What follows belongs to an exercise in optimizing a design on an open flow for a short achievable clock period; a production flow would make more cautious choices. In this exercise RTL edits were held to simulation tests only and were not proved equivalent to the original. Power figures rest on the tool's default switching activity, not on a simulated workload.

== north ==
Design icache_assoc, start of the top module:
module icache_assoc #(
  parameter int SETS        = 8,
  parameter int WAYS        = 2,
  parameter int BLOCK_WORDS = 2
) (
  input  logic        CLK,
  input  logic        RST,
  input  logic        imemREN,
  input  logic [31:0] imemaddr,
  input  logic        dmemREN,
  input  logic        dmemWEN,
  input  logic        iflush,
  output logic        ihit,
  output logic [31:0] imemload,
  output logic        iREN,
  output logic [31:0] iaddr,
  input  logic        iwait,
  input  logic [31:0] iload,
  output logic [31:0] hit_count,
  output logic [31:0] miss_count
);
Settings: LEC_CHECK=0, ABC_AREA=1, CAP_MARGIN=20, CORE_MARGIN=2, CORE_UTILIZATION=40, SETUP_SLACK_MARGIN=3.5, SLEW_MARGIN=20; clock period 7.0 ns.
run.sh (not shown) runs the stock make flow with config.mk's settings and CLKGATE_MAP_FILE= SYNTH_SCRIPT=/design/flow/synth_recipe.tcl, a recipe that flattens the netlist after the stock synthesis.
north: done, clean on timing, DRC and antenna
diff inputs: north => south
Settings: an added GPL_ROUTABILITY_DRIVEN of 0; a deleted ABC_AREA that had been 1; an added PLACE_DENSITY of 0.7.
==> comparison <==
Between north and south, global-route met1 utilization decreased. north → south: final worst-path setup slack went down by 0.046 ns, top-level port count was more or less identical. south has worst reg-to-reg path cell count above what north had. Diff north -> south | number of vias in the routed layout | down by more than 10%. The lower final cycle utilization of the critical path of north and south is in north. A launching element of the worst setup path of imemaddr[14] is what south shows, while imemaddr[4] belongs to north.
Input changes introduced in east (baseline for comparison: south):
Settings: GPL_ROUTABILITY_DRIVEN: 0 -> unset; SETUP_SLACK_MARGIN: 3.5 -> 5; PLACE_DENSITY: 0.7 -> unset.
### Flow results
Delta (east minus south): area overhead of the layout relative to synthesis increased 13 points; logic depth of the worst register-to-register path increased 9; total number of vias increased 2633; detailed-route wire length on metal 1 increased about 20%.
## Diff of input files: west against east
Settings: SETUP_SLACK_MARGIN now 3.0, was 5; TNS_END_PERCENT now 5, previously not set.
==> summary.txt <==
Number of placed instances, taps included: east vs west — no meaningful difference. west ends up with lower part of the total power dissipated in the clock network than east does. | fmax | west vs east | 2.0% higher |. Looking at antenna diode count, west sits 7 below east. Taking east as the reference point, the number of cells on the critical path of west rises by 1. Compared west vs east, and global-route usage is down in west. Endpoint of the most critical setup path: imemload[12] -> east, imemload[23] -> west.
## Diff of input files: middle against west
Settings: TNS_END_PERCENT: 5 -> unset; SETUP_SLACK_MARGIN: 3.0 -> 3.5.
==> flow/flow/run.sh (new file) <==
#!/bin/bash
set -euo pipefail
here=$(pwd)
bash standard.sh PRE_IO_PLACEMENT_TCL="$here/flow/io.tcl" "GLOBAL_PLACEMENT_ARGS=-timing_driven_net_weight_max 8 -timing_driven_nets_percentage 5" finish > "$here/standard.log" 2>&1
==> flow/flow/io.tcl (new file) <==
# Keep the fetch-path ports (fetch address and control in, hit and
# instruction word out) together on one stretch of the left edge, so the
# tag-compare cone sits next to both its inputs and its outputs.
set da [ord::get_die_area]
set mid [expr {([lindex $da 1] + [lindex $da 3]) / 2.0}]
set lo [expr {int($mid - 65)}]
set hi [expr {int($mid + 65)}]
set crit {ihit imemREN dmemREN dmemWEN}
for {set i 2} {$i < 32} {incr i} { lappend crit "imemaddr\[$i\]" }
for {set i 0} {$i < 32} {incr i} { lappend crit "imemload\[$i\]" }
set_io_pin_constraint -pin_names $crit -region "left:$lo-$hi"
==> flow/standard.sh (new file) <==
#!/bin/bash
# synth_recipe.tcl (not shown) runs the flow's synth.tcl, then flattens the netlist and writes it again
# the make line also repeats each setting of config.mk as NAME=value (left out here)
make -C /OpenROAD-flow-scripts/flow DESIGN_CONFIG=/design/flow/config.mk WORK_HOME=/design/flow/orfs CLKGATE_MAP_FILE= SYNTH_SCRIPT=/design/flow/synth_recipe.tcl "${@:-finish}"
removed: flow/run.sh
## What came out
Against west, middle comes in 1.0 points higher on final design utilization.
The capturing element of the worst setup path comes out imemload[21] in one run and imemload[23] in the other, namely in middle and west respectively.
middle ended up with sky130_fd_sc_hd__o22a_1 as its library cell contributing the largest single delay on the critical path; west ended up with sky130_fd_sc_hd__nor4_2.
Headroom to the max-slew limit: middle better than west
middle vs west — routed wire length rose 3.5%.
Of middle and west, west shows the higher share of power burned in combinational logic, with middle below it.
west ended up with fewer cell instances than middle did.
Lower worst setup slack among middle and west: middle

---

icache_assoc, a different RTL version from the one above (not shown whole).
Size in the first run: roughly 3,600 cells after synthesis, ~1,600 flip-flops, roughly 200 I/O pins, roughly 64,000 µm² of cells after synthesis.
// icache_assoc
module icache_assoc #(
  parameter int SETS        = 8,
  parameter int WAYS        = 2,
  parameter int BLOCK_WORDS = 2
) (
  input  logic        CLK,
  input  logic        RST,
  input  logic        imemREN,
  input  logic [31:0] imemaddr,
  input  logic        dmemREN,
  input  logic        dmemWEN,
  input  logic        iflush,
  output logic        ihit,
  output logic [31:0] imemload,
  output logic        iREN,
  output logic [31:0] iaddr,
  input  logic        iwait,
  input  logic [31:0] iload,
  output logic [31:0] hit_count,
  output logic [31:0] miss_count
);
clock: 7.0 ns
lec_check: 0
cap_margin: 20
core_margin: 2
core_utilization: 65
place_density: 0.75
setup_slack_margin: 3.5
slew_margin: 20
standard.sh (not shown) runs the stock make flow with config.mk's settings and CLKGATE_MAP_FILE= SYNTH_SCRIPT=/design/flow/synth_recipe.tcl, a recipe that flattens the netlist after the stock synthesis.
==> flow/flow/run.sh <==
#!/bin/bash
set -euo pipefail
here=$(pwd)
bash standard.sh PRE_IO_PLACEMENT_TCL="$here/flow/io.tcl" finish > "$here/standard.log" 2>&1
==> flow/flow/io.tcl <==
# Keep the fetch-path ports (fetch address and control in, hit and
# instruction word out) together on one stretch of the left edge, so the
# tag-compare cone sits next to both its inputs and its outputs.
set da [ord::get_die_area]
set mid [expr {([lindex $da 1] + [lindex $da 3]) / 2.0}]
set lo [expr {int($mid - 65)}]
set hi [expr {int($mid + 65)}]
set crit {ihit imemREN dmemREN dmemWEN}
for {set i 2} {$i < 32} {incr i} { lappend crit "imemaddr\[$i\]" }
for {set i 0} {$i < 32} {incr i} { lappend crit "imemload\[$i\]" }
set_io_pin_constraint -pin_names $crit -region "left:$lo-$hi"
The first run finished clean.
Edit:
==> flow/run.sh (new file) <==
#!/bin/bash
# synth_recipe.tcl (not shown) runs the flow's synth.tcl, then flattens the netlist and writes it again
# the make line also repeats each setting of config.mk as NAME=value (left out here)
make -C /OpenROAD-flow-scripts/flow DESIGN_CONFIG=/design/flow/config.mk WORK_HOME=/design/flow/orfs CLKGATE_MAP_FILE= SYNTH_SCRIPT=/design/flow/synth_recipe.tcl finish
CORE_UTILIZATION = 40   (was 65)
PLACE_DENSITY = unset   (was 0.75)
removed: flow/flow/run.sh
removed: flow/flow/io.tcl
removed: flow/standard.sh
Result: Synthesized cell count is unchanged; routed wire length went down by a few percent; worst setup slack improved by 0.74 ns; synthesized area stays the same; sequential power is about the same; maximum frequency came out higher by about a fifth; first-iteration DRC count decreases by about a fifth.
Edit:
==> flow/flow/run.sh (new file) <==
#!/bin/bash
set -euo pipefail
here=$(pwd)
bash standard.sh PRE_IO_PLACEMENT_TCL="$here/flow/io.tcl" finish > "$here/standard.log" 2>&1
==> flow/flow/io.tcl (new file) <==
# Keep the fetch-path ports (fetch address and control in, hit and
# instruction word out) together on one stretch of the left edge, so the
# tag-compare cone sits next to both its inputs and its outputs.
set da [ord::get_die_area]
set mid [expr {([lindex $da 1] + [lindex $da 3]) / 2.0}]
set lo [expr {int($mid - 45)}]
set hi [expr {int($mid + 45)}]
set crit {}
foreach p [get_ports {imemaddr[*] imemload[*] ihit imemREN dmemREN dmemWEN}] {
  lappend crit [get_full_name $p]
}
set_io_pin_constraint -pin_names $crit -region "left:$lo-$hi"
==> flow/standard.sh (new file) <==
#!/bin/bash
# synth_recipe.tcl (not shown) runs the flow's synth.tcl, then flattens the netlist and writes it again
# the make line also repeats each setting of config.mk as NAME=value (left out here)
make -C /OpenROAD-flow-scripts/flow DESIGN_CONFIG=/design/flow/config.mk WORK_HOME=/design/flow/orfs CLKGATE_MAP_FILE= SYNTH_SCRIPT=/design/flow/synth_recipe.tcl "${@:-finish}"
CORE_UTILIZATION = 65   (was 40)
PLACE_DENSITY = 0.75   (was unset)
removed: flow/run.sh
The changed run stopped in I/O pin placement (3_2_place_iop); synthesized area is unchanged; synthesized cell count stays the same.
Edit:
==> flow/run.sh (new file) <==
#!/bin/bash
# synth_recipe.tcl (not shown) runs the flow's synth.tcl, then flattens the netlist and writes it again
# the make line also repeats each setting of config.mk as NAME=value (left out here)
make -C /OpenROAD-flow-scripts/flow DESIGN_CONFIG=/design/flow/config.mk WORK_HOME=/design/flow/orfs CLKGATE_MAP_FILE= SYNTH_SCRIPT=/design/flow/synth_recipe.tcl finish
removed: flow/flow/run.sh
removed: flow/flow/io.tcl
removed: flow/standard.sh
After rerunning: With this change the flow passed the timing, DRC and antenna checks; synthesized cell count is unchanged; synthesized area stays the same.
Edit:
==> flow/flow/run.sh (new file) <==
#!/bin/bash
set -euo pipefail
here=$(pwd)
bash standard.sh PRE_IO_PLACEMENT_TCL="$here/flow/io.tcl" finish > "$here/standard.log" 2>&1
==> flow/flow/io.tcl (new file) <==
# Keep the fetch-path ports (fetch address and control in, hit and
# instruction word out) together on one stretch of the left edge, so the
# tag-compare cone sits next to both its inputs and its outputs.
set da [ord::get_die_area]
set mid [expr {([lindex $da 1] + [lindex $da 3]) / 2.0}]
set lo [expr {int($mid - 65)}]
set hi [expr {int($mid + 65)}]
set crit {ihit imemREN dmemREN dmemWEN}
for {set i 2} {$i < 32} {incr i} { lappend crit "imemaddr\[$i\]" }
for {set i 0} {$i < 32} {incr i} { lappend crit "imemload\[$i\]" }
set_io_pin_constraint -pin_names $crit -region "left:$lo-$hi"
==> flow/standard.sh (new file) <==
#!/bin/bash
# synth_recipe.tcl (not shown) runs the flow's synth.tcl, then flattens the netlist and writes it again
# the make line also repeats each setting of config.mk as NAME=value (left out here)
make -C /OpenROAD-flow-scripts/flow DESIGN_CONFIG=/design/flow/config.mk WORK_HOME=/design/flow/orfs CLKGATE_MAP_FILE= SYNTH_SCRIPT=/design/flow/synth_recipe.tcl "${@:-finish}"
CORE_UTILIZATION = 45   (was 65)
PLACE_DENSITY = unset   (was 0.75)
removed: flow/run.sh
Via count goes down by 6.2%.
Maximum frequency goes up by 2.9%.
Synthesized cell count stays the same.
Final area goes down by 0.68%.
Die area goes up by 44%.
Core utilization goes down by 26 points.
Setup slack improved by 0.16 ns.

==> separate check: timing with driven ports <==
The flow's constraints put no driver on any port. The routed layouts listed below were extracted and timed again, unchanged, in two steps.
Step 1 assumes that a clkbuf_16 drives the clock port and a buf_2 every other input.
Step 2 also shifts input and output timing later by t, the mid clock arrival at the registers, as if the neighbouring blocks saw the same clock.
a / b / c = ideal ports / drivers / drivers and shift; a / b = the first two.
run	t (ns)	setup slack, ns	worst setup path at the end	pins driven straight from the clock port
north	0.895	1.751 / 1.667 / 1.667	input to output	1
south	0.871	1.705 / 1.677 / 1.677	input to output	1
east	0.906	1.669 / 1.606 / 1.606	input to output	1
west	0.875	1.771 / 1.696 / 1.696	input to output	1
middle	0.867	1.568 / 1.545 / 1.545	input to output	1
the first run of note 2	0.859	1.014 / 0.786 / 0.786	input to output	1
the second run of note 2	0.865	1.753 / 1.665 / 1.665	input to output	1
the fourth run of note 2	0.850	1.442 / 1.411 / 1.411	input to output	1
the fifth run of note 2	0.878	1.599 / 1.447 / 1.447	input to output	1
After both steps setup and hold are still met in every run listed. The setup slack of the first run of note 2, which loses most, moves by -0.228 ns with the drivers and by -0.228 ns with both steps.
